Background: an optimization exercise with open tools, aiming at small area and a short achievable clock period. Do not read the settings as production practice.
Where RTL was checked, it was by simulation tests only, not by an equivalence proof against the original.
Only the layout flow was run in run 1; the RTL was not checked for function there.
No activity file was given, so power comes from the tool's default toggle rates.

===== design/flow/design.v =====
`timescale 1ns/1ps
package emac_pkg;
  localparam int ADR_W  = 11;
  localparam int DATA_W = 32;
  localparam int MAC_W  = 48;
  localparam logic [ADR_W-1:0] REG_STAT    = 11'h081;
  localparam logic [ADR_W-1:0] REG_MYMACL  = 11'h082;
  localparam logic [ADR_W-1:0] REG_MYMACH  = 11'h083;
  localparam logic [ADR_W-1:0] REG_BUF     = 11'h084;
  localparam logic [ADR_W-1:0] REG_STARTTX = 11'h086;
  localparam logic [ADR_W-1:0] REG_DSTL    = 11'h08A;
  localparam logic [ADR_W-1:0] REG_DSTH    = 11'h08B;
  localparam logic [ADR_W-1:0] REG_TYPE    = 11'h08C;
  localparam int BUF_DEPTH = 64;
  localparam int BUF_CNT_W = 7;
  localparam logic [7:0] PREAMBLE_BYTE = 8'h55;
  localparam int         PREAMBLE_LEN  = 7;
  localparam logic [7:0] SFD_BYTE      = 8'hD5;
  localparam int HDR_LEN = 14;
  localparam logic [31:0] CRC_POLY = 32'hEDB8_8320;
  localparam logic [31:0] CRC_INIT = 32'hFFFF_FFFF;
  typedef logic [DATA_W-1:0] word_t;
  typedef logic [7:0] byte_t;
  typedef logic [MAC_W-1:0] mac_addr_t;
  typedef logic [15:0] ether_type_t;
endpackage
`timescale 1ns/1ps
module emac_regs (
  input  logic                 tx_clk_i,
  input  logic                 reset_i,
  input  logic                 wr_en_i,
  input  logic                 rd_en_i,
  input  logic [emac_pkg::ADR_W-1:0]     adr_i,
  input  emac_pkg::word_t                wr_data_i,
  output emac_pkg::word_t                rd_data_o,
  input  logic                 busy_i,
  input  logic                 buf_pop_i,
  output logic [emac_pkg::BUF_CNT_W-1:0] buf_count_o,
  output logic                 buf_push_o,
  output logic                 start_o,
  output emac_pkg::mac_addr_t            my_mac_o,
  output emac_pkg::mac_addr_t            dst_mac_o,
  output emac_pkg::ether_type_t          ether_type_o
);
  emac_pkg::word_t stat_word;
  emac_pkg::word_t rd_mux;
  logic  start_req;
  always_comb begin
    stat_word = '0;
    stat_word[0] = busy_i;
    stat_word[8 +: emac_pkg::BUF_CNT_W] = buf_count_o;
  end
  assign buf_push_o = wr_en_i && (adr_i == emac_pkg::REG_BUF) && !busy_i &&
                      (buf_count_o != emac_pkg::BUF_DEPTH[emac_pkg::BUF_CNT_W-1:0]);
  always_ff @(posedge tx_clk_i or negedge reset_i) begin
    if (!reset_i) begin
      buf_count_o <= '0;
    end else if (buf_push_o) begin
      buf_count_o <= buf_count_o + 1'b1;
    end else if (buf_pop_i) begin
      buf_count_o <= buf_count_o - 1'b1;
    end
  end
  assign start_req = wr_en_i && (adr_i == emac_pkg::REG_STARTTX) && !busy_i &&
                     (buf_count_o != '0);
  always_ff @(posedge tx_clk_i or negedge reset_i) begin
    if (!reset_i) begin
      my_mac_o     <= '0;
      dst_mac_o    <= '0;
      ether_type_o <= '0;
    end else if (wr_en_i) begin
      case (adr_i)
        emac_pkg::REG_MYMACL: my_mac_o[31:0]   <= wr_data_i;
        emac_pkg::REG_MYMACH: my_mac_o[47:32]  <= wr_data_i[15:0];
        emac_pkg::REG_DSTL:   dst_mac_o[31:0]  <= wr_data_i;
        emac_pkg::REG_DSTH:   dst_mac_o[47:32] <= wr_data_i[15:0];
        emac_pkg::REG_TYPE:   ether_type_o     <= wr_data_i[15:0];
        default: ;
      endcase
    end
  end
  always_ff @(posedge tx_clk_i or negedge reset_i) begin
    if (!reset_i) begin
      start_o <= 1'b0;
    end else begin
      start_o <= start_req;
    end
  end
  always_comb begin
    rd_mux = '0;
    case (adr_i)
      emac_pkg::REG_STAT:   rd_mux = stat_word;
      emac_pkg::REG_MYMACL: rd_mux = my_mac_o[31:0];
      emac_pkg::REG_MYMACH: rd_mux[15:0] = my_mac_o[47:32];
      emac_pkg::REG_DSTL:   rd_mux = dst_mac_o[31:0];
      emac_pkg::REG_DSTH:   rd_mux[15:0] = dst_mac_o[47:32];
      emac_pkg::REG_TYPE:   rd_mux[15:0] = ether_type_o;
      default: ;
    endcase
  end
  always_ff @(posedge tx_clk_i or negedge reset_i) begin
    if (!reset_i) begin
      rd_data_o <= '0;
    end else if (rd_en_i) begin
      rd_data_o <= rd_mux;
    end
  end
endmodule
`timescale 1ns/1ps
module emac_tx_buffer (
  input  logic            tx_clk_i,
  input  logic            reset_i,
  input  logic            push_i,
  input  emac_pkg::word_t data_i,
  input  logic            fetch_d_i,    
  input  logic            load_i,       
  input  logic            load_d_i,     
  output emac_pkg::word_t cur_o
);
  localparam int DEPTH = emac_pkg::BUF_DEPTH;
  localparam int W     = emac_pkg::DATA_W;
  logic [DEPTH*W-1:0] ring;
  logic [DEPTH*W-1:0] ring_d;
  emac_pkg::word_t    wd0, wd1, wd2, wd3;
  emac_pkg::word_t    wsel;
  logic [3:0]         v;
  logic [3:0]         v_d;
  logic [6:0]         z, z_d;
  logic [6:0]         y, y_d;
  logic               wen;
  logic [15:0]        ins_q;        
  logic [3:0]         src_q;        
  logic [3:0]         src_d;
  logic               cap;          
  logic               win_q, win_d;
  logic               avail_q;      
  logic [15:0]        tsel_q;       
  logic               nv, nv_d;
  emac_pkg::word_t    nxt;
  emac_pkg::word_t    tap;
  assign wen = |ins_q;
  always_comb begin
    v_d = {v[2:0], push_i};
    if (v[3]) begin
      v_d[3] = v[2];
    end else if (v[2]) begin
      v_d[3] = v[2] && !wen;
    end else if (v[1]) begin
      v_d[2] = v[1] && !wen;
    end else begin
      v_d[1] = v[0] && !wen;
    end
    z_d = wen ? z : z - 7'd1;
    if (v_d[3])      src_d = 4'b1000;
    else if (v_d[2]) src_d = 4'b0100;
    else if (v_d[1]) src_d = 4'b0010;
    else             src_d = 4'b0001;
  end
  always_comb begin
    wsel = ({W{src_q[0]}} & wd0) | ({W{src_q[1]}} & wd1) |
           ({W{src_q[2]}} & wd2) | ({W{src_q[3]}} & wd3);
    for (int p = 0; p < DEPTH; p++) begin
      if (p % 4 == 0 && ins_q[p / 4]) begin
        ring_d[p*W +: W] = wsel;
      end else begin
        ring_d[p*W +: W] = ring[((p + 1) % DEPTH)*W +: W];
      end
    end
  end
  always_ff @(posedge tx_clk_i) begin
    ring <= ring_d;
    wd0  <= data_i;
    wd1  <= wd0;
    wd2  <= wd1;
    wd3  <= wd2;
  end
  always_comb begin
    tap = '0;
    for (int k = 0; k < DEPTH / 4; k++) begin
      tap = tap | ({W{tsel_q[k]}} & ring[(4*k)*W +: W]);
    end
  end
  assign cap   = win_q && avail_q && (y[1:0] == 2'd0);
  assign y_d   = cap ? y : y - 7'd1;
  assign nv_d  = cap || (nv && !load_i);
  assign win_d = fetch_d_i && (!nv_d || load_d_i);
  always_ff @(posedge tx_clk_i or negedge reset_i) begin
    if (!reset_i) begin
      v      <= '0;
      z      <= '0;
      y      <= '0;
      nv     <= 1'b0;
      ins_q  <= '0;
      src_q  <= 4'b0001;
      win_q   <= 1'b0;
      avail_q <= 1'b0;
      tsel_q  <= '0;
    end else begin
      v      <= v_d;
      z      <= z_d;
      y      <= y_d;
      nv     <= nv_d;
      src_q  <= src_d;
      win_q   <= win_d;
      avail_q <= (y_d != z_d);
      for (int k = 0; k < DEPTH / 4; k++) begin
        ins_q[k]  <= ((|v_d[3:1]) || push_i) && (z_d[1:0] == 2'd1) && (z_d[5:2] == k);
        tsel_q[k] <= (y_d[5:2] == k);
      end
    end
  end
  always_ff @(posedge tx_clk_i) begin
    if (cap)    nxt   <= tap;
    if (load_i) cur_o <= nxt;
  end
endmodule
`timescale 1ns/1ps
module emac_crc32 (
  input  logic            tx_clk_i,
  input  logic            reset_i,
  input  logic            clear_i,
  input  logic            en_i,
  input  emac_pkg::byte_t data_i,
  output emac_pkg::word_t crc_o,
  output emac_pkg::word_t crc_next_o
);
  function automatic emac_pkg::word_t crc_step(emac_pkg::word_t crc, emac_pkg::byte_t d);
    emac_pkg::word_t c;
    c = crc;
    for (int i = 0; i < 8; i++) begin
      if (c[0] ^ d[i]) begin
        c = (c >> 1) ^ emac_pkg::CRC_POLY;
      end else begin
        c = c >> 1;
      end
    end
    crc_step = c;
  endfunction
  assign crc_next_o = crc_step(crc_o, data_i);
  always_ff @(posedge tx_clk_i or negedge reset_i) begin
    if (!reset_i) begin
      crc_o <= emac_pkg::CRC_INIT;
    end else if (clear_i) begin
      crc_o <= emac_pkg::CRC_INIT;
    end else if (en_i) begin
      crc_o <= crc_next_o;
    end
  end
endmodule
`timescale 1ns/1ps
module emac_tx_framer (
  input  logic                           tx_clk_i,
  input  logic                           reset_i,
  input  logic                           start_i,
  input  emac_pkg::mac_addr_t            my_mac_i,
  input  emac_pkg::mac_addr_t            dst_mac_i,
  input  emac_pkg::ether_type_t          ether_type_i,
  input  emac_pkg::word_t                cur_i,
  input  logic [emac_pkg::BUF_CNT_W-1:0] buf_count_i,
  output logic                           buf_pop_o,
  output logic                           fetch_d_o,
  output logic                           load_o,
  output logic                           load_d_o,
  input  emac_pkg::word_t                crc_i,
  input  emac_pkg::word_t                crc_next_i,
  output logic                           crc_clear_o,
  output logic                           crc_en_o,
  output logic                           busy_o,
  output logic                           tx_en_o,
  output emac_pkg::byte_t                tx_d_o
);
  typedef enum logic [2:0] {
    ST_IDLE, ST_PRE, ST_SFD, ST_HDR, ST_PAY, ST_FCS
  } state_t;
  state_t          state_q;
  state_t          state_d;
  logic [3:0]      cnt_q;
  logic [3:0]      cnt_d;
  logic            tx_en_d;
  emac_pkg::byte_t tx_d_d;
  logic            crc_en_d;
  logic [111:0]    hdr;
  emac_pkg::byte_t hdr_byte;
  emac_pkg::byte_t pay_byte;
  emac_pkg::byte_t fcs_byte;
  logic            pre_byte;
  logic            sfd_byte;
  logic            r_hdr, r_pay, r_fcs0, r_fcs;
  logic [3:0]      r_hsel;
  logic [1:0]      r_pidx, r_fidx;
  logic            n_hdr, n_pay, n_fcs0, n_fcs;
  logic [3:0]      n_hsel;
  logic [1:0]      n_pidx, n_fidx;
  logic            st_idle, st_pre, st_sfd, st_hdr, st_pay, st_fcs;
  logic            last_byte;    
  assign st_idle = (state_q == ST_IDLE);
  assign st_pre  = (state_q == ST_PRE);
  assign st_sfd  = (state_q == ST_SFD);
  assign st_hdr  = (state_q == ST_HDR);
  assign st_pay  = (state_q == ST_PAY);
  assign st_fcs  = (state_q == ST_FCS);
  always_comb begin
    state_d  = state_q;
    cnt_d    = cnt_q;
    tx_en_d  = tx_en_o;
    crc_en_d = 1'b0;
    case (state_q)
      ST_IDLE: begin
        if (start_i) begin
          state_d = ST_PRE;
          cnt_d   = '0;
          tx_en_d = 1'b1;
        end
      end
      ST_PRE: begin
        if (cnt_q == emac_pkg::PREAMBLE_LEN - 1) begin
          state_d = ST_SFD;
        end else begin
          cnt_d = cnt_q + 4'd1;
        end
      end
      ST_SFD: begin
        state_d  = ST_HDR;
        cnt_d    = '0;
        crc_en_d = 1'b1;
      end
      ST_HDR: begin
        crc_en_d = 1'b1;
        if (cnt_q == emac_pkg::HDR_LEN - 1) begin
          state_d = ST_PAY;
          cnt_d   = '0;
        end else begin
          cnt_d = cnt_q + 4'd1;
        end
      end
      ST_PAY: begin
        if (cnt_q[1:0] == 2'd3 && r_fcs0) begin
          state_d = ST_FCS;
          cnt_d   = '0;
        end else begin
          cnt_d    = {2'b00, cnt_q[1:0] + 2'd1};
          crc_en_d = 1'b1;
        end
      end
      ST_FCS: begin
        if (cnt_q[1:0] == 2'd3) begin
          state_d = ST_IDLE;
          tx_en_d = 1'b0;
        end else begin
          cnt_d = cnt_q + 4'd1;
        end
      end
      default: state_d = ST_IDLE;
    endcase
  end
  always_comb begin
    n_hdr  = 1'b0;
    n_pay  = 1'b0;
    n_fcs0 = 1'b0;
    n_fcs  = 1'b0;
    n_hsel = 4'd13;
    n_pidx = 2'd3;
    n_fidx = 2'd1;
    case (state_q)
      ST_PRE: begin
        n_hdr = (cnt_q == emac_pkg::PREAMBLE_LEN - 1);
      end
      ST_SFD: begin
        n_hdr  = 1'b1;
        n_hsel = 4'd12;
      end
      ST_HDR: begin
        n_hdr  = (cnt_q < 4'd12);
        n_hsel = 4'd11 - cnt_q;
        n_pay  = (cnt_q >= 4'd12);
        n_pidx = (cnt_q == 4'd12) ? 2'd3 : 2'd2;
      end
      ST_PAY: begin
        n_fcs0 = (cnt_q[1:0] == 2'd2) && (buf_count_i == 7'd1);
        n_fcs  = (cnt_q[1:0] == 2'd3) && r_fcs0;
        n_pay  = !n_fcs0 && !n_fcs;
        n_pidx = 2'd1 - cnt_q[1:0];
      end
      ST_FCS: begin
        n_fcs  = (cnt_q[1:0] < 2'd2);
        n_fidx = cnt_q[1:0] + 2'd2;
      end
      default: ;
    endcase
  end
  assign hdr      = {dst_mac_i, my_mac_i, ether_type_i};
  assign hdr_byte = hdr[{r_hsel, 3'b000} +: 8];
  assign pay_byte = cur_i[{r_pidx, 3'b000} +: 8];
  assign fcs_byte = ~crc_i[{r_fidx, 3'b000} +: 8];
  assign pre_byte = (st_idle && start_i) ||
                    (st_pre && (cnt_q != emac_pkg::PREAMBLE_LEN - 1));
  assign sfd_byte = st_pre && (cnt_q == emac_pkg::PREAMBLE_LEN - 1);
  assign tx_d_d = ({8{pre_byte}} & emac_pkg::PREAMBLE_BYTE) |
                  ({8{sfd_byte}} & emac_pkg::SFD_BYTE) |
                  ({8{r_hdr}}    & hdr_byte) |
                  ({8{r_pay}}    & pay_byte) |
                  ({8{r_fcs0}}   & ~crc_next_i[7:0]) |
                  ({8{r_fcs}}    & fcs_byte);
  assign busy_o      = !st_idle || start_i;
  assign crc_clear_o = st_idle && start_i;
  assign buf_pop_o   = st_pay && load_o;
  assign fetch_d_o   = (st_pre && (cnt_q == emac_pkg::PREAMBLE_LEN - 1)) ||
                       st_sfd || st_hdr || st_pay;
  assign load_d_o    = (st_hdr && (cnt_q == 4'd11)) ||
                       (st_pay && (cnt_q[1:0] == 2'd1));
  always_ff @(posedge tx_clk_i or negedge reset_i) begin
    if (!reset_i) begin
      state_q  <= ST_IDLE;
      cnt_q    <= '0;
      tx_en_o  <= 1'b0;
      tx_d_o   <= '0;
      crc_en_o <= 1'b0;
      r_hdr    <= 1'b0;
      r_pay    <= 1'b0;
      r_fcs0   <= 1'b0;
      r_fcs    <= 1'b0;
      r_hsel   <= '0;
      r_pidx   <= '0;
      r_fidx   <= '0;
      load_o   <= 1'b0;
    end else begin
      state_q  <= state_d;
      cnt_q    <= cnt_d;
      tx_en_o  <= tx_en_d;
      tx_d_o   <= tx_d_d;
      crc_en_o <= crc_en_d;
      r_hdr    <= n_hdr;
      r_pay    <= n_pay;
      r_fcs0   <= n_fcs0;
      r_fcs    <= n_fcs;
      r_hsel   <= n_hsel;
      r_pidx   <= n_pidx;
      r_fidx   <= n_fidx;
      load_o   <= load_d_o;
    end
  end
endmodule
`timescale 1ns/1ps
module emac_tx_top (
  input  logic                       tx_clk_i,
  input  logic                       reset_i,
  input  logic                       wr_en_i,
  input  logic                       rd_en_i,
  input  logic [emac_pkg::ADR_W-1:0] adr_i,
  input  emac_pkg::word_t            wr_data_i,
  output emac_pkg::word_t            rd_data_o,
  output logic                       tx_en_o,
  output emac_pkg::byte_t            tx_d_o
);
  logic                           busy;
  logic                           start;
  logic                           buf_push;
  logic                           buf_pop;
  logic [emac_pkg::BUF_CNT_W-1:0] buf_count;
  logic                           fetch_d;
  logic                           load;
  logic                           load_d;
  emac_pkg::word_t                cur;
  emac_pkg::mac_addr_t            my_mac;
  emac_pkg::mac_addr_t            dst_mac;
  emac_pkg::ether_type_t          ether_type;
  logic                           crc_clear;
  logic                           crc_en;
  emac_pkg::word_t                crc;
  emac_pkg::word_t                crc_next;
  emac_regs i_regs (
    .tx_clk_i     (tx_clk_i),
    .reset_i      (reset_i),
    .wr_en_i      (wr_en_i),
    .rd_en_i      (rd_en_i),
    .adr_i        (adr_i),
    .wr_data_i    (wr_data_i),
    .rd_data_o    (rd_data_o),
    .busy_i       (busy),
    .buf_pop_i    (buf_pop),
    .buf_count_o  (buf_count),
    .buf_push_o   (buf_push),
    .start_o      (start),
    .my_mac_o     (my_mac),
    .dst_mac_o    (dst_mac),
    .ether_type_o (ether_type)
  );
  emac_tx_buffer i_buf (
    .tx_clk_i (tx_clk_i),
    .reset_i  (reset_i),
    .push_i   (buf_push),
    .data_i   (wr_data_i),
    .fetch_d_i (fetch_d),
    .load_i    (load),
    .load_d_i  (load_d),
    .cur_o    (cur)
  );
  emac_crc32 i_crc (
    .tx_clk_i   (tx_clk_i),
    .reset_i    (reset_i),
    .clear_i    (crc_clear),
    .en_i       (crc_en),
    .data_i     (tx_d_o),
    .crc_o      (crc),
    .crc_next_o (crc_next)
  );
  emac_tx_framer i_framer (
    .tx_clk_i     (tx_clk_i),
    .reset_i      (reset_i),
    .start_i      (start),
    .my_mac_i     (my_mac),
    .dst_mac_i    (dst_mac),
    .ether_type_i (ether_type),
    .cur_i        (cur),
    .buf_count_i  (buf_count),
    .buf_pop_o    (buf_pop),
    .fetch_d_o    (fetch_d),
    .load_o       (load),
    .load_d_o     (load_d),
    .crc_i        (crc),
    .crc_next_i   (crc_next),
    .crc_clear_o  (crc_clear),
    .crc_en_o     (crc_en),
    .busy_o       (busy),
    .tx_en_o      (tx_en_o),
    .tx_d_o       (tx_d_o)
  );
endmodule

===== design/flow/flow/run.sh =====
#!/bin/bash
# Standard layout, with the port buffers made from buf_4 cells instead of
# the default pick, so the fixed input and output delays are not lengthened.
set -o pipefail
cp standard.sh standard.sh.log.txt 2>/dev/null
export BUFFER_PORTS_ARGS="-buffer_cell sky130_fd_sc_hd__buf_4"
bash standard.sh > standard.log 2>&1

===== design/flow/standard.sh =====
#!/bin/bash
# synth_recipe.tcl (not shown) runs the flow's synth.tcl, then flattens the netlist and writes it again
# the make line also repeats each setting of config.mk as NAME=value (left out here)
make -C /OpenROAD-flow-scripts/flow DESIGN_CONFIG=/design/flow/config.mk WORK_HOME=/design/flow/orfs CLKGATE_MAP_FILE= SYNTH_SCRIPT=/design/flow/synth_recipe.tcl "${@:-finish}"

===== design/flow/config.mk =====
export PLATFORM = sky130hd
export DESIGN_NAME = emac_tx_top
export DESIGN_NICKNAME = emac_tx_top
export VERILOG_FILES = /design/flow/design.v
export SDC_FILE = /design/flow/constraint.sdc
export NUM_CORES = 4
export LEC_CHECK = 0
export ABC_CLOCK_PERIOD_IN_PS = 2400
export CAP_MARGIN = 20
export CORE_MARGIN = 2
export CORE_UTILIZATION = 40
export SETUP_SLACK_MARGIN = 3.1
export SLEW_MARGIN = 20

===== design/flow/constraint.sdc =====
create_clock -name core_clock -period 5.4 [get_ports {tx_clk_i}]
set_input_delay 1.0800 -clock core_clock [delete_from_list [all_inputs] [get_ports {tx_clk_i}]]
set_output_delay 1.0800 -clock core_clock [all_outputs]
set_load 0.01 [all_outputs]

==> out/results.ini, run 1 <==
[status]
status=complete, no violations

[synth]
synth_edf_count=64
async_flop_share=0.108
synth_fa_ha_area_frac=0.00241
synth-compound-area-share=0.0991
synth_top_family_by_area=compound AO/OA/AOI/OAI gates
muxShareOfSynthArea=0.0380
synth.top_cells.by_area=dfxtp_1 (65%), dfrtp_1 (8.8%), a21oi_1 (4.0%), nor2_1 (3.5%), edfxtp_1 (2.9%)
synth_simple_gate_area_frac=0.0533
ys_ff_latch=2510
syn-instance-count=4991
yosysTopAreaCellShare=0.646
synth-seq-area-share=0.776
yosysTopAreaCell=dfxtp_1
synthXorXnorAreaFrac=0.0140
ys.flop_type=dfxtp_1
synth.distinct_cells=69
synth_area_per_cell_um2=13.5
synth_nets=5051
synth.cell_area_mm2=0.0674
yosysWarnings=4

[finish]
antenna_cells=0
syn2layout_area_growth_pct=18.3
final_cell_mix=dfxtp_1 (2,176), nor2_1 (620), a21oi_1 (533)
drive_gt1_frac=0.180
finalCoreUtilization=0.477
fin_cells=7577
final_area_mm2=0.0797
layout_commonest_cell=dfxtp_1
final_nets=5235

[worst_setup_path]
cp-startpoint=i_buf.ins_q[3]$_DFF_PN0_
cp_slowest_cell=or4_4
cp_max_fo=6
startpoint_type=flop
r2r_slack_ns=2.83
cp.required_ns=6.13
path_class=reg -> reg
endpoint=i_buf.ins_q[5]$_DFF_PN0_
crit_chain=or4_4 -> or4_4 -> buf_6 -> buf_4 -> o41ai_4 -> o21ai_2 -> nor2_1
r2r-start=i_buf.ins_q[3]$_DFF_PN0_
cp-end-kind=flop
cp_common_cell=or4_4
r2r-end=i_buf.ins_q[5]$_DFF_PN0_
max_stage_delay_ns=0.62
worstPathArrival_ns=3.30
rr_worst_depth=7

[drt]
finalWirelength_um=168000
drc_errors=0
dr_wl_met3_um=8940
highest_layer=met4
drtAntennaViolNets=0
drt-pass1-iter-count=5
drtIter0Drc=3216
via_count=38300
vias_per_cell=5.05
wl_met1_um=78800
avgRoutedWirePerCell_um=22.1
route.met2.wl_um=75700

[place]
io_buffers=87
dp_hpwl_um=93100
dp_cells=7078
pre_cts_ws_ns=1.75
dpl-instance-area_mm2=0.0707
gp_congestion=0.850

[timing]
hold_slack_ns=0.301
min_period_ns=2.57
slew_viol_final=0
fin_ws_ns=2.83
skew_ns=0.0500
fmaxAchievable_ghz=0.390
relSlewSlack=0.192
tightest_slew_ns=1.21
tns_ns=0
layout_worst_path_cycle_share=0.475
hold_viol=0
grt_setup_unrepaired=yes
final-setup-viol-count=0

[power]
finalPower_mw=35.7
power.leakage_nw=32.3
ir_drop_mv=0.297
power_density_mw_per_mm2=448

[clock_tree]
clk_pin_slew_ns=0.07
clk_latency_ns=0.83
cts_inserted_buffers=221
cts_tree=built
cts-root-buf=clkbuf_16
htreeDepth=4
cts.sinks=2510
hold_buffers=0
clockBufferDepth=3

[global_routing]
gr-usage-all-layers=0.192
grt_pass1_vias=37900
grt_pass1_wl_um=249000
grt_max_degree=126
overflow=0
antenna_found_initial=0

[floorplanning]
num_rows=150
die_y_um=414
die_area_mm2=0.172
start_util=0.403
core_area_mm2=0.167
io_pins=88
dieWidth_um=414

[flow_run]
cap_viol_max_count=0

[min_path]
min_path_type=reg -> reg

==> worst min-delay path by stage <==
stage | start | endpoint | depth (start not counted)
2_1_floorplan | i_buf.ring[1088]$_DFF_P_ | i_buf.ring[1056]$_DFF_P_ | 0
3_3_place_gp | i_buf.ring[498]$_DFF_P_ | i_buf.ring[466]$_DFF_P_ | 0
3_5_place_dp | i_buf.ring[1511]$_DFF_P_ | i_buf.ring[1479]$_DFF_P_ | 0
4_1_cts | i_buf.ring[610]$_DFF_P_ | i_buf.ring[578]$_DFF_P_ | 0
5_1_grt | i_buf.ring[2018]$_DFF_P_ | i_buf.ring[1986]$_DFF_P_ | 0
6_report | i_buf.ring[610]$_DFF_P_ | i_buf.ring[578]$_DFF_P_ | 0
==> state kept, by name (all words and copies together) (netlist names), 32 cells and up <==
signal / count
i_regs.my_mac_o: 48
i_buf.wd2: 32
i_buf.wd3: 32
i_regs.rd_data_o: 32
i_regs.dst_mac_o: 48
i_buf.wd0: 32
i_buf.cur_o: 32
i_buf.wd1: 32
i_buf.nxt: 32
i_buf.ring: 2048
i_crc.crc_o: 32
==> per-layer routing <==
layer	vias to the layer above	track usage
li1	17600	-
met1	19300	0.277
met2	1048	0.298
met3	265	0.0291
met4	0	0.0594
met5	-	0
==> worst max-delay path: cells and delay by family (launching register included) <==
kind,cells,cell delay (ns)
buffers and inverters,2,0.31
DFF,1,0.48
and+or+nand+nor,3,1.34
AOI/OAI and AO/OA,2,0.36
==> cell usage after synthesis, types with 23 or more instances <==
library cell  count
edfxtp_1         64
clkbuf_1        256
a21oi_1         537
nand4_1          40
mux2_2          115
dfrtp_1         237
dfstp_2          33
a22o_1          161
mux4_2           43
inv_1            30
o21ai_0          46
xor2_1           26
nor2_1          625
xnor2_1          61
o2bb2ai_1        23
a221oi_1        195
dfxtp_1        2176
mux2i_1          30
nand2_1         103
==> power by group <==
| part | internal, mW | leakage, nW | switching, mW |
|---|---|---|---|
| sequential | 18.7 | 21.6 | 0.160 |
| clock | 9.24 | 3.80 | 6.92 |
| combinational | 0.274 | 6.88 | 0.390 |
| total | 28.2 | 32.3 | 7.47 |
==> area by class of cell <==
type | instances | area (um2)
inverter | 31 | 120
sequential | 2510 | 52400
timing repair inverter | 1 | 7.51
tap | 2204 | 2760
fill | 14400 | 87500
clock buffer | 308 | 6380
multi-input combinational | 2173 | 14700
timing repair buffer | 237 | 2090
clock inverter | 113 | 1270
==> what timing repair did <==
item / 4_1_cts / 5_1_grt
setup buffers: 44 / 32
endpoints found under the setup margin: 221 / 205
gates resized for setup: 101 / 60
pin swaps: 28 / 28
gates cloned: 2 / 0
==> kinds of logic (layout without fill, tap and decap cells) <==
logic type      count (synthesis)  count (layout)
compound gates               1018            1018
xor+xnor                       95              95
fa+ha+maj                      13              13
buf+inv                       308             690
flops                        2510            2510
mux                           188             188
simple gates                  859             859
==> run 2, diff against run 1 <==
--- a/design/flow/design.v
+++ b/design/flow/design.v
@@ -116,4 +116,5 @@
   input  logic            load_i,       
   input  logic            load_d_i,     
+  input  logic            sync_i,       
   output emac_pkg::word_t cur_o
 );
@@ -126,7 +127,8 @@
   logic [3:0]         v;
   logic [3:0]         v_d;
-  logic [6:0]         z, z_d;
-  logic [6:0]         y, y_d;
-  logic               wen;
+  logic               pend_d;
+  logic [5:0]         z, z_d;
+  logic [5:0]         y, y_d;
+  logic               wen_q;        
   logic [15:0]        ins_q;        
   logic [3:0]         src_q;        
@@ -134,10 +136,8 @@
   logic               cap;          
   logic               win_q, win_d;
-  logic               avail_q;      
   logic [15:0]        tsel_q;       
   logic               nv, nv_d;
   emac_pkg::word_t    nxt;
   emac_pkg::word_t    tap;
-  assign wen = |ins_q;
   always_comb begin
     v_d = {v[2:0], push_i};
@@ -145,15 +145,16 @@
       v_d[3] = v[2];
     end else if (v[2]) begin
-      v_d[3] = v[2] && !wen;
+      v_d[3] = v[2] && !wen_q;
     end else if (v[1]) begin
-      v_d[2] = v[1] && !wen;
+      v_d[2] = v[1] && !wen_q;
     end else begin
-      v_d[1] = v[0] && !wen;
+      v_d[1] = v[0] && !wen_q;
     end
-    z_d = wen ? z : z - 7'd1;
+    z_d = wen_q ? z : z - 6'd1;
     if (v_d[3])      src_d = 4'b1000;
     else if (v_d[2]) src_d = 4'b0100;
     else if (v_d[1]) src_d = 4'b0010;
     else             src_d = 4'b0001;
+    pend_d = (|v_d[3:1]) || push_i;
   end
   always_comb begin
@@ -181,34 +182,34 @@
     end
   end
-  assign cap   = win_q && avail_q && (y[1:0] == 2'd0);
-  assign y_d   = cap ? y : y - 7'd1;
-  assign nv_d  = cap || (nv && !load_i);
+  assign cap   = win_q && (y[1:0] == 2'd0);
+  assign y_d   = sync_i ? z_d : (cap ? y : y - 6'd1);
+  assign nv_d  = !sync_i && (cap || (nv && !load_i));
   assign win_d = fetch_d_i && (!nv_d || load_d_i);
   always_ff @(posedge tx_clk_i or negedge reset_i) begin
     if (!reset_i) begin
-      v      <= '0;
-      z      <= '0;
-      y      <= '0;
-      nv     <= 1'b0;
-      ins_q  <= '0;
-      src_q  <= 4'b0001;
-      win_q   <= 1'b0;
-      avail_q <= 1'b0;
-      tsel_q  <= '0;
+      v     <= '0;
+      z     <= '0;
+      y     <= '0;
+      nv    <= 1'b0;
+      wen_q <= 1'b0;
+      ins_q <= '0;
+      win_q <= 1'b0;
     end else begin
-      v      <= v_d;
-      z      <= z_d;
-      y      <= y_d;
-      nv     <= nv_d;
-      src_q  <= src_d;
-      win_q   <= win_d;
-      avail_q <= (y_d != z_d);
+      v     <= v_d;
+      z     <= z_d;
+      y     <= y_d;
+      nv    <= nv_d;
+      win_q <= win_d;
+      wen_q <= pend_d && (wen_q ? (z[1:0] == 2'd1) : (z[1:0] == 2'd2));
       for (int k = 0; k < DEPTH / 4; k++) begin
-        ins_q[k]  <= ((|v_d[3:1]) || push_i) && (z_d[1:0] == 2'd1) && (z_d[5:2] == k);
-        tsel_q[k] <= (y_d[5:2] == k);
+        ins_q[k] <= pend_d && (wen_q ? (z == {k[3:0], 2'd1}) : (z == {k[3:0], 2'd2}));
       end
     end
   end
   always_ff @(posedge tx_clk_i) begin
+    src_q <= src_d;
+    for (int k = 0; k < DEPTH / 4; k++) begin
+      tsel_q[k] <= (y_d[5:2] == k);
+    end
     if (cap)    nxt   <= tap;
     if (load_i) cur_o <= nxt;
@@ -238,8 +239,6 @@
   endfunction
   assign crc_next_o = crc_step(crc_o, data_i);
-  always_ff @(posedge tx_clk_i or negedge reset_i) begin
-    if (!reset_i) begin
-      crc_o <= emac_pkg::CRC_INIT;
-    end else if (clear_i) begin
+  always_ff @(posedge tx_clk_i) begin
+    if (clear_i) begin
       crc_o <= emac_pkg::CRC_INIT;
     end else if (en_i) begin
@@ -262,4 +261,6 @@
   output logic                           load_o,
   output logic                           load_d_o,
+  output logic                           sync_o,
+  output emac_pkg::byte_t                crc_data_o,
   input  emac_pkg::word_t                crc_i,
   input  emac_pkg::word_t                crc_next_i,
@@ -405,4 +406,5 @@
   assign crc_clear_o = st_idle && start_i;
   assign buf_pop_o   = st_pay && load_o;
+  assign sync_o      = st_fcs;
   assign fetch_d_o   = (st_pre && (cnt_q == emac_pkg::PREAMBLE_LEN - 1)) ||
                        st_sfd || st_hdr || st_pay;
@@ -440,4 +442,7 @@
     end
   end
+  always_ff @(posedge tx_clk_i) begin
+    crc_data_o <= tx_d_d;
+  end
 endmodule
 `timescale 1ns/1ps
@@ -461,4 +466,6 @@
   logic                           load;
   logic                           load_d;
+  logic                           sync;
+  emac_pkg::byte_t                crc_data;
   emac_pkg::word_t                cur;
   emac_pkg::mac_addr_t            my_mac;
@@ -494,4 +501,5 @@
     .load_i    (load),
     .load_d_i  (load_d),
+    .sync_i    (sync),
     .cur_o    (cur)
   );
@@ -501,5 +509,5 @@
     .clear_i    (crc_clear),
     .en_i       (crc_en),
-    .data_i     (tx_d_o),
+    .data_i     (crc_data),
     .crc_o      (crc),
     .crc_next_o (crc_next)
@@ -518,4 +526,6 @@
     .load_o       (load),
     .load_d_o     (load_d),
+    .sync_o       (sync),
+    .crc_data_o   (crc_data),
     .crc_i        (crc),
     .crc_next_i   (crc_next),
--- a/design/flow/config.mk
+++ b/design/flow/config.mk
@@ -9,5 +9,7 @@
 export CAP_MARGIN = 20
 export CORE_MARGIN = 2
-export CORE_UTILIZATION = 40
+export CORE_UTILIZATION = 55
+export CTS_BUF_LIST = sky130_fd_sc_hd__clkbuf_8 sky130_fd_sc_hd__clkbuf_16
+export CTS_CLUSTER_SIZE = 24
 export SETUP_SLACK_MARGIN = 3.1
 export SLEW_MARGIN = 20
==> run 2 against run 1 <==
  * Core utilization rose by 17 points
  * Total power fell by 1.3%
  * First-iteration DRC count rose by 1.8%
  * Worst hold slack improved by 0.0036 ns
  * Clock skew fell by 0.024 ns
  * Sequential share of layout area rose by 0.77 points
  * Critical path depth fell by 6
  * Register-to-register slack improved by 0.32 ns
  * Die area fell by 27%
  * Sequential power barely moved
  * Worst setup slack improved by 0.049 ns
  * Non-clock buffer count fell by 45
==> out/results.ini, run 2 <==
[status]
status=complete, no violations

[clock_tree]
clk_latency_ns=0.83
hold_buffers=0
cts_tree=built
clockBufferDepth=3
htreeDepth=4
cts_inserted_buffers=223
clk_pin_slew_ns=0.07
cts-root-buf=clkbuf_16
cts.sinks=2517

[synth]
yosysTopAreaCell=dfxtp_1
synthTopCellsByCount=dfxtp_1 (2,236), nor2_1 (590), a21oi_1 (559)
syn-instance-count=4969
synth_area_per_cell_um2=13.5
yosysMostFrequentCell=dfxtp_1
synth.top_cells.by_area=dfxtp_1 (67%), dfrtp_1 (8.1%), a21oi_1 (4.2%), nor2_1 (3.3%), edfxtp_1 (2.9%)
synth.distinct_cells=72
synth_nets=5030
async_flop_share=0.0862
ys.flop_type=dfxtp_1
synth_edf_count=64
yosysTopAreaCellShare=0.666
synth.cell_area_mm2=0.0672
ys_ff_latch=2517
synth-seq-area-share=0.776
yosysWarnings=4

[finish]
largestRegisters=i_buf.ring: 2048 flops, i_regs.dst_mac_o: 48 flops, i_regs.my_mac_o: 48 flops
largest_register_ffs=2048
syn2layout_area_growth_pct=16.9
max_flop_register=i_buf.ring
drive_gt1_frac=0.162
fin_cells=6939
layout_commonest_cell=dfxtp_1
final_nets=5178
final_cell_mix=dfxtp_1 (2,216), nor2_1 (589), a21oi_1 (557)

[floorplanning]
die_area_mm2=0.125
dieWidth_um=354
io_pins=88
core_area_mm2=0.122
num_rows=128
start_util=0.553
die_y_um=354

[place]
dp_hpwl_um=95100
gp_congestion=0.918
dp_cells=6482
io_buffers=87

[drt]
vias_per_cell=5.50
drtAntennaViolNets=0
finalWirelength_um=170000
drc_errors=0
drtIter0Drc=3273
via_count=38100
avgRoutedWirePerCell_um=24.5
drt-pass1-iter-count=7

[timing]
min_period_ns=2.52
slew_viol_final=0
tns_ns=0
hold_viol=0
grt_setup_unrepaired=yes
tightest_slew_ns=1.16
relSlewSlack=0.229
final-setup-viol-count=0
fmaxAchievable_ghz=0.397
layout_worst_path_cycle_share=0.466
skew_ns=0.0257

[min_path]
min_path_type=reg -> reg
hp-start=i_buf.ring[592]$_DFF_P_
whs_endpoint=i_buf.ring[560]$_DFF_P_
hold_depth=0

[worst_setup_path]
startpoint_type=flop
worstPathArrival_ns=1.44
path_class=reg -> out
cp_max_fo=2
cp-end-kind=output port
cp_slowest_cell=dfrtp_1
r2r-start=i_buf.tsel_q[0]$_DFF_P_
cpLargestDelayFamily=flip-flops
cp.required_ns=4.32
r2r_slack_ns=3.15
crit_chain=buf_6
max_stage_delay_ns=0.45
r2r-end=i_buf.nxt[17]$_DFFE_PP_
cp_num_buf_inv=1
rr_worst_depth=4

[global_routing]
grt_pass1_wl_um=247000
antenna_found_initial=8
gr-usage-all-layers=0.271
grt_pass1_vias=37100
overflow=0
grt_max_degree=106

[power]
power_density_mw_per_mm2=449
ir_drop_mv=0.325
power.leakage_nw=32.3

[flow_run]
cap_viol_max_count=0

run 2: cell count changes after synthesis, sizes merged, moves of 20 or more:
cell / previous run / this run
dfxtp: 2176 / 2236
nor2: 625 / 591
dfstp: 33 / 0
nand2: 103 / 70
a221oi: 195 / 165
a22oi: 3 / 26
a21oi: 537 / 559
o2bb2ai: 23 / 1
dfrtp: 237 / 217
run 2: worst max path at each step:
| stage | startpoint | cells after the start | endpoint |
|---|---|---|---|
| after floorplan | adr_i[5] | 7 | i_regs.dst_mac_o[10]$_DFFE_PN0P_ |
| after global placement | adr_i[5] | 7 | i_regs.my_mac_o[20]$_DFFE_PN0P_ |
| after detailed placement | adr_i[5] | 7 | i_regs.my_mac_o[20]$_DFFE_PN0P_ |
| after CTS | i_regs.rd_data_o[2]$_DFFE_PN0P_ | 1 | rd_data_o[2] |
| after global routing | i_regs.rd_data_o[9]$_DFFE_PN0P_ | 1 | rd_data_o[9] |
| final | i_regs.rd_data_o[14]$_DFFE_PN0P_ | 1 | rd_data_o[14] |
run 2: final cells by class:
type                            count  area, um2
Sequential cell                  2517      52200
Fill cell                        9101      43000
Multi-Input combinational cell   2141      14600
Clock buffer                      285       6550
Tap cell                         1625       2030
Timing Repair Buffer              192       1880
Clock inverter                    135       1070
Inverter                           42        161
Antenna cell                        2       5.00
run 2: kinds of logic after synthesis:
| kind of cell | after synthesis | share of synthesized area |
|---|---|---|
| flops | 2517 | 0.776 |
| xor+xnor | 82 | 0.0128 |
| fa+ha+maj | 14 | 0.00261 |
| buf+inv | 318 | 0.0185 |
| mux | 183 | 0.0382 |
| compound gates | 1057 | 0.102 |
| simple gates | 798 | 0.0500 |
run 2: worst register-to-register path, delay by kind of cell, from the launching register on:
kind / cells / cell delay [ns]
buffers and inverters: 1 / 0.43
DFF: 1 / 0.51
and+or+nand+nor: 1 / 0.34
AOI/OAI and AO/OA: 2 / 0.62
run 2: per-layer routing:
layer  share of wire  wire length [um]  track usage
met5        0.000077                13            0
met4           0.027              4590       0.0900
met3           0.070             11900       0.0573
met2            0.43             73600        0.397
met1            0.47             79700        0.401
run 2: what timing repair did:
item | CTS | global route
pin swaps | 6 | 36
buffers inserted | 8 | 13
endpoints found under the setup margin | 235 | 195
resized for setup | 101 | 51
gates cloned | 8 | 4
run 2: where the power goes:
| part | total (mW) | internal, mW | switching (mW) |
|---|---|---|---|
| clock network | 16.0 | 9.16 | 6.80 |
| logic | 0.440 | 0.155 | 0.285 |
| registers | 18.9 | 18.8 | 0.107 |
| total | 35.3 | 28.1 | 7.19 |
run 2: stage by stage:
stage	hold slack [ns]	total power, mW	setup slack (ns)	util	area (um2)
floorplan	0.310	19.4	2.22	-	67400
global placement	0.310	19.7	1.13	0.574	69800
detailed placement	0.312	19.7	1.15	0.575	69800
CTS	0.301	35.5	2.85	0.642	78000
global route	0.311	36.3	2.85	0.646	78600
finish	0.304	35.3	2.88	0.646	78600
==> run 3, diff against run 2 <==
--- a/design/flow/config.mk
+++ b/design/flow/config.mk
@@ -9,7 +9,6 @@
 export CAP_MARGIN = 20
 export CORE_MARGIN = 2
-export CORE_UTILIZATION = 55
-export CTS_BUF_LIST = sky130_fd_sc_hd__clkbuf_8 sky130_fd_sc_hd__clkbuf_16
-export CTS_CLUSTER_SIZE = 24
+export CORE_UTILIZATION = 40
+export CTS_BUF_LIST = sky130_fd_sc_hd__clkbuf_8
 export SETUP_SLACK_MARGIN = 3.1
 export SLEW_MARGIN = 20
==> run 3 against run 2 <==
  * Worst hold slack got worse by 0.15 ns
  * Maximum frequency fell by 5.4%
  * Non-clock buffer count fell by 7
==> out/results.ini, run 3 <==
[synth]
synth_top_family_by_area=compound AO/OA/AOI/OAI gates
ys_ff_latch=2517
synth.cell_area_mm2=0.0672
synth-seq-area-share=0.776
synth_area_per_cell_um2=13.5
synth_simple_gate_area_frac=0.0500
synth-compound-area-share=0.102
async_flop_share=0.0862
synth.top_cells.by_area=dfxtp_1 (67%), dfrtp_1 (8.1%), a21oi_1 (4.2%), nor2_1 (3.3%), edfxtp_1 (2.9%)
synth_edf_count=64
muxShareOfSynthArea=0.0382
synth.distinct_cells=72
yosysWarnings=4
synth_fa_ha_area_frac=0.00261
yosysMostFrequentCell=dfxtp_1
syn-instance-count=4969
yosysTopAreaCellShare=0.666
yosysTopAreaCell=dfxtp_1
synthTopCellsByCount=dfxtp_1 (2,236), nor2_1 (590), a21oi_1 (559)
ys.flop_type=dfxtp_1
synth_nets=5030
synthXorXnorAreaFrac=0.0128

[worst_setup_path]
rr_worst_depth=4
cp.required_ns=4.32
cp-end-kind=output port
worstPathArrival_ns=1.58
r2r-start=i_buf.tsel_q[6]$_DFF_P_
cp_slowest_cell=dfrtp_2
cpLargestDelayFamily=flip-flops
cp_num_buf_inv=1
startpoint_type=flop
max_stage_delay_ns=0.46
crit_chain=buf_6
r2r_slack_ns=3.13
cp_max_fo=2
path_class=reg -> out
r2r-end=i_buf.nxt[5]$_DFFE_PP_

[timing]
grt_setup_unrepaired=yes
layout_worst_path_cycle_share=0.493
tns_ns=0
min_period_ns=2.66
relSlewSlack=0.215
final-setup-viol-count=0
fin_ws_ns=2.74
hold_viol=0
tightest_slew_ns=1.18
fmaxAchievable_ghz=0.376
skew_ns=0.0670
slew_viol_final=0

[flow_run]
cap_viol_max_count=0

[drt]
finalWirelength_um=170000
drc_errors=0
avgRoutedWirePerCell_um=22.0
drtIter0Drc=3007
drt-pass1-iter-count=7
vias_per_cell=4.99
via_count=38700
drtAntennaViolNets=0

[power]
power_density_mw_per_mm2=435
finalPower_mw=34.2
power.leakage_nw=32.5
ir_drop_mv=0.285

[clock_tree]
cts_tree=built
cts.sinks=2517
clockBufferDepth=4
clk_pin_slew_ns=0.06
cts_inserted_buffers=375
cts-root-buf=clkbuf_8
htreeDepth=5
hold_buffers=0
clk_latency_ns=1.00

[global_routing]
grt_pass1_vias=38600
overflow=0
grt_max_degree=95
antenna_found_initial=8
grt_pass1_wl_um=251000
gr-usage-all-layers=0.197

[place]
dpl-instance-area_mm2=0.0705
pre_cts_ws_ns=1.13
gp_congestion=0.896
io_buffers=87
dp_hpwl_um=93800

[finish]
final_cell_mix=dfxtp_1 (2,218), nor2_1 (590), a21oi_1 (559)
final_area_mm2=0.0787
layout_commonest_cell=dfxtp_1
largest_register_ffs=2048
drive_gt1_frac=0.175
final_nets=5323
largestRegisters=i_buf.ring: 2048 flops, i_regs.dst_mac_o: 48 flops, i_regs.my_mac_o: 48 flops
syn2layout_area_growth_pct=17.1
max_flop_register=i_buf.ring

[floorplanning]
io_pins=88
dieWidth_um=414
core_area_mm2=0.167
num_rows=150
start_util=0.402
die_area_mm2=0.171
die_y_um=414

[min_path]
min_path_type=in -> async

[status]
status=complete, no violations

-- run 3: cell counts after synthesis --
Identical to the previous run, type by type.
-- run 3: layout make-up --
class | count | area, um2
clock buffers | 474 | 6520
well taps | 2204 | 2760
fillers | 14800 | 88400
repair inverters | 1 | 7.51
inverters | 42 | 170
multi-input cells | 2140 | 14400
repair buffers | 185 | 1700
diodes | 2 | 5.00
clock inverters | 182 | 877
flip-flops and latches | 2517 | 52200
-- run 3: timing repair --
item | 4_1_cts | 5_1_grt
setup endpoints to repair | 195 | 151
resized for setup | 68 | 32
setup buffers | 11 | 11
cloned | 6 | 3
pin swaps | 5 | 7
-- run 3: how the worst max path moves through the flow --
stage	startpoint	endpoint	slack, ns	cells after the start
finish	i_regs.rd_data_o[11]$_DFFE_PN0P_	rd_data_o[11]	2.74	1
global placement	adr_i[5]	i_regs.my_mac_o[20]$_DFFE_PN0P_	1.17	7
CTS	i_regs.rd_data_o[9]$_DFFE_PN0P_	rd_data_o[9]	2.65	1
floorplan	adr_i[5]	i_regs.dst_mac_o[10]$_DFFE_PN0P_	2.22	7
detailed placement	adr_i[5]	i_regs.my_mac_o[20]$_DFFE_PN0P_	1.13	7
global route	i_regs.rd_data_o[11]$_DFFE_PN0P_	rd_data_o[11]	2.69	1
-- run 3: report_power, final --
group	total, mW	switching (mW)	internal [mW]
registers	18.9	0.110	18.8
logic	0.442	0.287	0.155
clock network	14.9	6.87	8.05
-- run 3: logic make-up (layout without fill, tap and decap cells) --
family	Yosys count	in the layout
flops	2517	2517
compound gates	1057	1057
simple gates	798	804
buf+inv	318	884
mux	183	183
xor+xnor	82	82
fa+ha+maj	14	14
other cells	0	2
-- run 3: metal layers --
layer  up-vias  share of wire  global-route usage
met5         -        0.00014                   0
met4         4          0.024              0.0640
met3       332          0.056              0.0365
met2      1177           0.44               0.301
met1     19300           0.48               0.283
li1      17800              -                   -
-- run 3: stage by stage --
stage	utilization	hold slack, ns	instances
floorplan	-	0.310	4969
global route	0.471	0.137	7747
global placement	0.422	0.310	7058
detailed placement	0.422	0.312	7058
finish	0.471	0.149	7747
CTS	0.470	0.0641	7731
==> run 4, diff against run 3 <==
--- a/design/flow/config.mk
+++ b/design/flow/config.mk
@@ -10,5 +10,4 @@
 export CORE_MARGIN = 2
 export CORE_UTILIZATION = 40
-export CTS_BUF_LIST = sky130_fd_sc_hd__clkbuf_8
-export SETUP_SLACK_MARGIN = 3.1
+export SETUP_SLACK_MARGIN = 2.9
 export SLEW_MARGIN = 20
==> run 4 against run 3 <==
  * Sequential share of layout area up 0.30 points
  * Non-clock buffer count down 12
  * Register-to-register slack worse by 0.14 ns
  * Total power up 2.1%
  * Sequential cell count unchanged
  * Core utilization down 0.22 points
  * Synthesized cell count unchanged
  * Clock power up 5%
  * Area after synthesis unchanged
==> out/results.ini, run 4 <==
[clock_tree]
cts_inserted_buffers=219
cts.sinks=2517
cts_tree=built
clockBufferDepth=3
hold_buffers=0
htreeDepth=4
clk_latency_ns=0.82
cts-root-buf=clkbuf_16
clk_pin_slew_ns=0.07

[synth]
ys_ff_latch=2517
synth-seq-area-share=0.776
synthTopCellsByCount=dfxtp_1 (2,236), nor2_1 (590), a21oi_1 (559)
ys.flop_type=dfxtp_1
synth_edf_count=64
yosysTopAreaCell=dfxtp_1
synth_area_per_cell_um2=13.5
yosysWarnings=4
yosysTopAreaCellShare=0.666
yosysMostFrequentCell=dfxtp_1
synth.top_cells.by_area=dfxtp_1 (67%), dfrtp_1 (8.1%), a21oi_1 (4.2%), nor2_1 (3.3%), edfxtp_1 (2.9%)
synth_nets=5030
syn-instance-count=4969
async_flop_share=0.0862
synth.cell_area_mm2=0.0672
synth.distinct_cells=72

[timing]
fin_ws_ns=2.88
slew_viol_final=0
final-setup-viol-count=0
hold_slack_ns=0.295
tns_ns=0
tightest_slew_ns=1.14
hold_viol=0
layout_worst_path_cycle_share=0.467
relSlewSlack=0.242
skew_ns=0.0465
grt_setup_unrepaired=yes
fmaxAchievable_ghz=0.397
min_period_ns=2.52

[finish]
largestRegisters=i_buf.ring: 2048 flops, i_regs.dst_mac_o: 48 flops, i_regs.my_mac_o: 48 flops
final-seq-area_mm2=0.0522
fillCellCount=14600
max_flop_register=i_buf.ring
final_area_mm2=0.0783
final_cell_mix=dfxtp_1 (2,218), nor2_1 (590), a21oi_1 (559)
largest_register_ffs=2048
fin_cells=7480
drive_gt1_frac=0.147
multiInputGateArea_mm2=0.0143
syn2layout_area_growth_pct=16.5
layout_commonest_cell=dfxtp_1
final_nets=5150

[floorplanning]
io_pins=88
num_rows=150
die_y_um=414
start_util=0.402
die_area_mm2=0.171
dieWidth_um=414
core_area_mm2=0.167

[power]
power_density_mw_per_mm2=446
clkPwrFrac=0.448
combPwrFrac=0.012
power.leakage_nw=31.7
seqPwrFrac=0.539
ir_drop_mv=0.329
swShare=0.204
switching_power_mw=7.14
internal_power_mw=27.8

[worst_setup_path]
startpoint_type=flop
max_stage_delay_ns=0.47
cp-end-kind=output port
cp_slowest_cell=dfrtp_2
crit_chain=buf_6
r2r-start=i_framer.r_pidx[0]$_DFF_PN0_
cpLargestDelayFamily=flip-flops
cp_num_buf_inv=1
cp.required_ns=4.32
r2r_slack_ns=2.99
r2r-end=i_framer.tx_d_o[3]$_DFF_PN0_
rr_worst_depth=3
worstPathArrival_ns=1.44
cp_max_fo=2
path_class=reg -> out

[place]
dp_hpwl_um=94100
io_buffers=87
pre_cts_ws_ns=1.11
dp_cells=7057
dpl-instance-area_mm2=0.0705
gp_congestion=0.893

[drt]
finalWirelength_um=166000
via_count=37600
avgRoutedWirePerCell_um=22.2
drc_errors=0
vias_per_cell=5.02
drtAntennaViolNets=0
drt-pass1-iter-count=5
drtIter0Drc=2675

[min_path]
min_path_type=reg -> reg
hp-start=i_buf.ring[499]$_DFF_P_
hold_depth=0
whs_endpoint=i_buf.ring[467]$_DFF_P_

[global_routing]
grt_pass1_vias=37000
gr-usage-all-layers=0.192
grt_max_degree=108
grt_pass1_wl_um=244000
overflow=0
antenna_found_initial=4

[status]
status=complete, no violations

[flow_run]
cap_viol_max_count=0

## run 4: cell counts after synthesis
No cell type changed its count.
## run 4: final cells by class
type,instances,share of cell area
clock buffers,335,0.0857
well taps,2204,0.0352
diodes,1,0.0000320
repair buffers,173,0.0194
inverters,42,0.00208
clock inverters,72,0.00872
multi-input cells,2136,0.182
flip-flops and latches,2517,0.667
## run 4: power groups by stage
stage	Sequential (mW)	Combinational, mW	Clock, mW
3_3_place_gp	19.3	0.420	0
2_1_floorplan	19.2	0.228	0
3_5_place_dp	19.3	0.424	0
5_1_grt	18.9	0.469	16.7
6_report	18.9	0.434	15.7
4_1_cts	18.9	0.436	15.9
## run 4: stage by stage
step | util | power [mW]
final | 0.469 | 35.0
after global routing | 0.469 | 36.0
after CTS | 0.468 | 35.2
after detailed placement | 0.422 | 19.7
after global placement | 0.422 | 19.7
after floorplan | - | 19.4
## run 4: cells by family (layout without fill, tap and decap cells)
logic type               Yosys count  in the layout  share of synthesized area
flip-flops                      2517           2517                      0.776
adder cells (fa/ha/maj)           14             14                    0.00261
buffers and inverters            318            622                     0.0185
XOR/XNOR                          82             82                     0.0128
AO/OA/AOI/OAI                   1057           1057                      0.102
AND/OR/NAND/NOR                  798            800                     0.0500
multiplexers                     183            183                     0.0382
other                              0              1                          0
## run 4: how the worst max path moves through the flow
stage	from	endpoint	slack, ns	cells past startpoint
global route	i_regs.rd_data_o[11]$_DFFE_PN0P_	rd_data_o[11]	2.82	1
finish	i_regs.rd_data_o[11]$_DFFE_PN0P_	rd_data_o[11]	2.88	1
global placement	adr_i[5]	i_regs.my_mac_o[20]$_DFFE_PN0P_	1.14	7
floorplan	adr_i[5]	i_regs.dst_mac_o[10]$_DFFE_PN0P_	2.22	7
CTS	i_regs.rd_data_o[11]$_DFFE_PN0P_	rd_data_o[11]	2.80	1
detailed placement	adr_i[5]	i_regs.my_mac_o[10]$_DFFE_PN0P_	1.11	7
## run 4: repair_timing
action                                  4_1_cts  5_1_grt
endpoints found under the setup margin      115      115
pin swaps                                     4        3
setup buffers                                 8        2
gates cloned                                  4        0
resized for setup                            50        8
## run 4: metal layers
| metal | vias up | part of all wire | track usage | routed length, um |
|---|---|---|---|---|
| met2 | 1015 | 0.45 | 0.298 | 74100 |
| met5 | - | 0 | 0 | 0 |
| met4 | 0 | 0.023 | 0.0565 | 3880 |
| met1 | 18900 | 0.48 | 0.276 | 79000 |
| met3 | 268 | 0.053 | 0.0316 | 8830 |
| li1 | 17400 | - | - | - |
==> run 5, diff against run 4 <==
--- a/design/flow/config.mk
+++ b/design/flow/config.mk
@@ -10,4 +10,4 @@
 export CORE_MARGIN = 2
 export CORE_UTILIZATION = 40
-export SETUP_SLACK_MARGIN = 2.9
+export SETUP_SLACK_MARGIN = 3.1
 export SLEW_MARGIN = 20
==> run 5 against run 4 <==
  * Clock skew fell by 0.0053 ns
  * Sequential cell count did not move
  * Combinational power rose by 3%
  * Worst hold slack got worse by 0.015 ns
  * Area after synthesis did not move
  * First-iteration DRC count rose by 9.0%
  * Still clean
  * Worst setup slack improved by 0.010 ns
  * Critical path depth did not move
  * Count of clock-buffer cells in the layout fell by 12
  * Largest cell class unchanged
  * Clock power rose by 3%
==> out/results.ini, run 5 <==
[status]
status=complete, no violations

[place]
dp_cells=7058
gp_congestion=0.896
dp_hpwl_um=93800
pre_cts_ws_ns=1.13
io_buffers=87

[global_routing]
grt_pass1_wl_um=248000
gr-usage-all-layers=0.196
overflow=0
antenna_found_initial=4
grt_pass1_vias=37200
grt_max_degree=95

[worst_setup_path]
r2r-start=i_framer.r_hsel[0]$_DFF_PN0_
cp_max_fo=2
cp-startpoint=i_regs.rd_data_o[9]$_DFFE_PN0P_
cp_num_buf_inv=1
max_stage_delay_ns=0.45
worstPathArrival_ns=1.43
cp-end-kind=output port
cpLargestDelayFamily=flip-flops
cp.required_ns=4.32
path_class=reg -> out
cp_slowest_cell=dfrtp_1
startpoint_type=flop
crit_chain=buf_6

[timing]
hold_viol=0
hold_slack_ns=0.280
layout_worst_path_cycle_share=0.465
tns_ns=0
relSlewSlack=0.202
skew_ns=0.0413
grt_setup_unrepaired=yes
slew_viol_final=0
fin_ws_ns=2.89
tightest_slew_ns=1.20
min_period_ns=2.51
fmaxAchievable_ghz=0.398
final-setup-viol-count=0

[clock_tree]
cts.sinks=2517
cts-root-buf=clkbuf_16
clk_pin_slew_ns=0.06
cts_inserted_buffers=218
clk_latency_ns=0.82
clockBufferDepth=3
cts_tree=built
htreeDepth=4

[finish]
fin_cells=7501
final_cell_mix=dfxtp_1 (2,218), nor2_1 (590), a21oi_1 (555)
largestRegisters=i_buf.ring: 2048 flops, i_regs.dst_mac_o: 48 flops, i_regs.my_mac_o: 48 flops
largest_register_ffs=2048
drive_gt1_frac=0.158
syn2layout_area_growth_pct=17.6
fillCellCount=14600
layout_commonest_cell=dfxtp_1
max_flop_register=i_buf.ring
final_nets=5166

[synth]
synth-seq-area-share=0.776
yosysTopAreaCell=dfxtp_1
synth.top_cells.by_area=dfxtp_1 (67%), dfrtp_1 (8.1%), a21oi_1 (4.2%), nor2_1 (3.3%), edfxtp_1 (2.9%)
synth_area_per_cell_um2=13.5
ys.flop_type=dfxtp_1
async_flop_share=0.0862
synth.cell_area_mm2=0.0672
yosysWarnings=4
synthTopCellsByCount=dfxtp_1 (2,236), nor2_1 (590), a21oi_1 (559)
yosysMostFrequentCell=dfxtp_1
syn-instance-count=4969
ys_ff_latch=2517
synth_nets=5030
synth.distinct_cells=72
yosysTopAreaCellShare=0.666
synth_edf_count=64

[flow_run]
cap_viol_max_count=0

[drt]
drtIter0Drc=2917
highest_layer=met4
avgRoutedWirePerCell_um=22.5
drtAntennaViolNets=0
route.met2.wl_um=74900
dr_wl_met3_um=9770
vias_per_cell=5.04
drt-pass1-iter-count=10
wl_met1_um=80400
drc_errors=0
finalWirelength_um=169000
via_count=37800

[power]
power.leakage_nw=32.0
ir_drop_mv=0.387
power_density_mw_per_mm2=448

[floorplanning]
core_area_mm2=0.167
io_pins=88
die_y_um=414
num_rows=150
dieWidth_um=414
die_area_mm2=0.171
start_util=0.402

[min_path]
min_path_type=in -> async

[run 5: cell types whose count changed in the layout (fill, tap and decap cells not counted), sizes merged, moves of 2 or more]
cell	previous run	this run
buf	171	183
bufbuf	2	0
bufinv	7	17
clkbuf	335	324
clkinv	50	58
clkinvlp	3	8
inv	54	48
nand2	72	76
[run 5: logic make-up after synthesis]
| logic type | synth area share |
|---|---|
| DFF | 0.776 |
| AOI/OAI and AO/OA | 0.102 |
| and+or+nand+nor | 0.0500 |
| buffers and inverters | 0.0185 |
| muxes | 0.0382 |
| xor gates and xnor gates | 0.0128 |
| adders and majority gates | 0.00261 |
[run 5: worst paths after layout]
kind	to	slack, ns	cells past startpoint
hold / removal	i_regs.my_mac_o[20]$_DFFE_PN0P_	0.28	1
setup reg to reg	i_framer.tx_d_o[6]$_DFF_PN0_	3.14	5
max in group asynchronous	i_framer.r_hsel[0]$_DFF_PN0_	4.06	2
min in group core_clock	i_buf.ring[974]$_DFF_P_	0.29	0
hold reg to reg	i_buf.ring[974]$_DFF_P_	0.29	0
setup / recovery	rd_data_o[9]	2.89	1
[run 5: per-layer routing]
layer | track usage | up-vias
met3 | 0.0368 | 260
li1 | - | 17500
met4 | 0.0522 | 0
met5 | 0 | -
met2 | 0.300 | 1060
met1 | 0.283 | 19000
[run 5: worst reg2reg max path, delay by kind of cell (launching register included)]
kind / cells / cell delay (ns)
AO/OA/AOI/OAI: 2 / 0.74
buffers and inverters: 1 / 0.18
flip-flops: 1 / 0.42
multiplexers: 1 / 0.53
AND/OR/NAND/NOR: 1 / 0.22
[run 5: area by class of cell]
cell class                      instances  area [um2]  area share
Clock inverter                         88        1020      0.0129
Inverter                               42         170     0.00215
Clock buffer                          323        6580      0.0832
Timing Repair inverter                  1        7.51   0.0000950
Multi-Input combinational cell       2141       14500       0.184
Antenna cell                            1        2.50   0.0000317
Sequential cell                      2517       52200       0.661
Timing Repair Buffer                  184        1760      0.0222
Tap cell                             2204        2760      0.0349
[run 5: what timing repair did]
action	in CTS	in global routing
setup endpoints to repair	237	214
pin swaps	7	15
hold buffers	0	0
resized for setup	91	37
setup buffers	11	9
cloned	9	2
endpoints found under the hold margin	0	0
[run 5: stage by stage]
step	power [mW]	util	instance area, um2
after floorplan	19.4	-	67400
after global placement	19.7	0.422	70500
after detailed placement	19.7	0.422	70500
after CTS	35.6	0.471	78700
after global routing	36.4	0.473	79000
final	35.4	0.473	79000
[run 5: power breakdown]
part / internal, mW / switching [mW] / total, mW
clock: 9.28 / 6.79 / 16.1
sequential: 18.8 / 0.110 / 18.9
combinational: 0.156 / 0.289 / 0.445
total: 28.2 / 7.19 / 35.4
==> run 6, diff against run 5 <==
--- a/design/flow/config.mk
+++ b/design/flow/config.mk
@@ -6,5 +6,5 @@
 export NUM_CORES = 4
 export LEC_CHECK = 0
-export ABC_CLOCK_PERIOD_IN_PS = 2400
+export ABC_CLOCK_PERIOD_IN_PS = 1500
 export CAP_MARGIN = 20
 export CORE_MARGIN = 2
==> run 6 against run 5 <==
  * Register-to-register slack hardly changed
  * Clock power is essentially flat
  * Cell area did not move
  * Sequential share of layout area unchanged
  * Total power stayed put
  * Maximum frequency unchanged
  * Clock skew unchanged
  * Die area unchanged
  * Critical path type unchanged
  * Largest cell class unchanged
  * Highest routed layer unchanged
==> out/results.ini, run 6 <==
[status]
status=complete, no violations

[drt]
vias_per_cell=5.04
drtIter0Drc=2917
avgRoutedWirePerCell_um=22.5
via_count=37800
drt-pass1-iter-count=10
finalWirelength_um=169000
drtAntennaViolNets=0
drc_errors=0

[global_routing]
grt_busiest_layer=met2
antenna_found_initial=4
met2_usage=0.300
grt_pass1_vias=37200
overflow=0
grt_max_degree=95
use_met1=0.283
gr-usage-all-layers=0.196
gr-usage-met3=0.0368
grt_pass1_wl_um=248000

[synth]
synth_edf_count=64
yosysMostFrequentCell=dfxtp_1
synth_nets=5030
yosysTopAreaCell=dfxtp_1
synth.distinct_cells=72
yosysTopAreaCellShare=0.666
synth.cell_area_mm2=0.0672
synthTopCellsByCount=dfxtp_1 (2,236), nor2_1 (590), a21oi_1 (559)
synth_area_per_cell_um2=13.5
synth-seq-area-share=0.776
async_flop_share=0.0862
ys.flop_type=dfxtp_1
synth.top_cells.by_area=dfxtp_1 (67%), dfrtp_1 (8.1%), a21oi_1 (4.2%), nor2_1 (3.3%), edfxtp_1 (2.9%)
yosysWarnings=4
syn-instance-count=4969
ys_ff_latch=2517

[timing]
fin_ws_ns=2.89
relSlewSlack=0.202
grt_setup_unrepaired=yes
slew_viol_final=0
layout_worst_path_cycle_share=0.465
tns_ns=0
tightest_slew_ns=1.20
skew_ns=0.0413
hold_viol=0
final-setup-viol-count=0
min_period_ns=2.51
fmaxAchievable_ghz=0.398

[floorplanning]
io_pins=88
dieWidth_um=414
die_y_um=414
core_area_mm2=0.167
die_area_mm2=0.171
start_util=0.402
num_rows=150

[clock_tree]
clk_latency_ns=0.82
hold_buffers=0
cts.sinks=2517
cts-root-buf=clkbuf_16
htreeDepth=4
cts_inserted_buffers=218
clk_pin_slew_ns=0.06
cts_tree=built
clockBufferDepth=3

[place]
io_buffers=87
dpl-instance-area_mm2=0.0705
dp_hpwl_um=93800
pre_cts_ws_ns=1.13
gp_congestion=0.896

[worst_setup_path]
cp_num_buf_inv=1
cp_max_fo=2
startpoint_type=flop
cp-startpoint=i_regs.rd_data_o[9]$_DFFE_PN0P_
cp.required_ns=4.32
cp_slowest_cell=dfrtp_1
max_stage_delay_ns=0.45
cp-end-kind=output port
crit_chain=buf_6
cpLargestDelayFamily=flip-flops
r2r-start=i_framer.r_hsel[0]$_DFF_PN0_
worstPathArrival_ns=1.43
path_class=reg -> out

[power]
power_density_mw_per_mm2=448
power.leakage_nw=32.0
ir_drop_mv=0.387

[finish]
largest_register_ffs=2048
fillCellCount=14600
finalCoreUtilization=0.473
final_cell_mix=dfxtp_1 (2,218), nor2_1 (590), a21oi_1 (555)
final_nets=5166
final_area_mm2=0.0790
largestRegisters=i_buf.ring: 2048 flops, i_regs.dst_mac_o: 48 flops, i_regs.my_mac_o: 48 flops
max_flop_register=i_buf.ring
layout_commonest_cell=dfxtp_1
drive_gt1_frac=0.158
syn2layout_area_growth_pct=17.6

[flow_run]
cap_viol_max_count=0

[min_path]
min_path_type=in -> async

run 6: cell counts after synthesis:
Identical to the previous run, type by type.
run 6: path summary, 6_finish.rpt:
path / to / slack, ns / cells past startpoint
min in group core_clock: i_buf.ring[974]$_DFF_P_ / 0.29 / 0
worst min-delay path: i_regs.my_mac_o[20]$_DFFE_PN0P_ / 0.28 / 1
worst max-delay path: rd_data_o[9] / 2.89 / 1
worst max register to register: i_framer.tx_d_o[6]$_DFF_PN0_ / 3.14 / 5
max in group asynchronous: i_framer.r_hsel[0]$_DFF_PN0_ / 4.06 / 2
worst min register to register: i_buf.ring[974]$_DFF_P_ / 0.29 / 0
run 6: logic make-up after synthesis:
kind of cell               after synthesis  share of synthesized area
buffers and inverters                  318                     0.0185
and+or+nand+nor                        798                     0.0500
muxes                                  183                     0.0382
adders and majority gates               14                    0.00261
DFF                                   2517                      0.776
AOI/OAI and AO/OA                     1057                      0.102
xor gates and xnor gates                82                     0.0128
run 6: final cells by class:
type,count,area [um2],area share
Clock inverter,88,1020,0.0129
Sequential cell,2517,52200,0.661
Antenna cell,1,2.50,0.0000317
Multi-Input combinational cell,2141,14500,0.184
Tap cell,2204,2760,0.0349
Inverter,42,170,0.00215
Timing Repair Buffer,184,1760,0.0222
Timing Repair inverter,1,7.51,0.0000950
Clock buffer,323,6580,0.0832
run 6: repair_timing:
action / 4_1_cts / 5_1_grt
setup buffers: 11 / 9
setup endpoints to repair: 237 / 214
pin swaps: 7 / 15
gates resized for setup: 91 / 37
endpoints found under the hold margin: 0 / 0
gates cloned: 9 / 2
run 6: routing by layer:
metal	up-vias	share of wire	routed length, um
met5	-	0	0
met4	0	0.022	3770
met3	260	0.058	9770
met2	1060	0.44	74900
met1	19000	0.48	80400
li1	17500	-	-
run 6: metrics by stage:
step	power, mW	cells	hold slack (ns)
floorplan	19.4	4969	0.310
global placement	19.7	7058	0.310
detailed placement	19.7	7058	0.312
CTS	35.6	7489	0.267
global route	36.4	7501	0.292
finish	35.4	7501	0.280
run 6: report_power, final:
part	internal [mW]	switching (mW)	total (mW)	leakage [nW]
Sequential	18.8	0.110	18.9	21.6
Combinational	0.156	0.289	0.445	6.63
Clock	9.28	6.79	16.1	3.77
Total	28.2	7.19	35.4	32.0

[separate check: timing with driven ports]
In the flow no input, the clock included, has a driving cell. The finished layouts below were timed again as built, in two steps.
Step 1, drivers: a clkbuf_16 drives tx_clk_i and a buf_2 each remaining input, both assumed.
Step 2 times the ports against the registers' clock, not the clock port: input delays grow and output delays shrink by t, the midpoint of the rising clock arrivals with the driver on.
a / b / c = no drivers / after step 1 / after step 2; a / b = the first two.
run | t (ns) | setup slack, ns | hold slack, ns | worst register clock-pin slew, ns | worst data-port slew with drivers (ns)
run 1 | 0.875 | 2.834 / 2.830 / 2.381 | 0.301 / 0.301 / 0.301 | 0.07 / 0.07 | 0.05
run 2 | 0.885 | 2.883 / 2.810 / 2.140 | 0.304 / 0.295 / 0.304 | 0.07 / 0.07 | 0.05
run 3 | 1.032 | 2.739 / 2.671 / 2.012 | 0.149 / 0.132 / 0.278 | 0.07 / 0.07 | 0.05
run 4 | 0.871 | 2.879 / 2.806 / 2.076 | 0.295 / 0.295 / 0.295 | 0.07 / 0.07 | 0.05
run 5 | 0.885 | 2.889 / 2.807 / 2.123 | 0.280 / 0.248 / 0.294 | 0.07 / 0.07 | 0.05
run 6 | 0.885 | 2.889 / 2.807 / 2.123 | 0.280 / 0.248 / 0.294 | 0.07 / 0.07 | 0.05
After both steps every run listed still meets setup and hold. The setup slack of run 4, which loses most, moves by -0.073 ns with the drivers and by -0.803 ns with both steps.
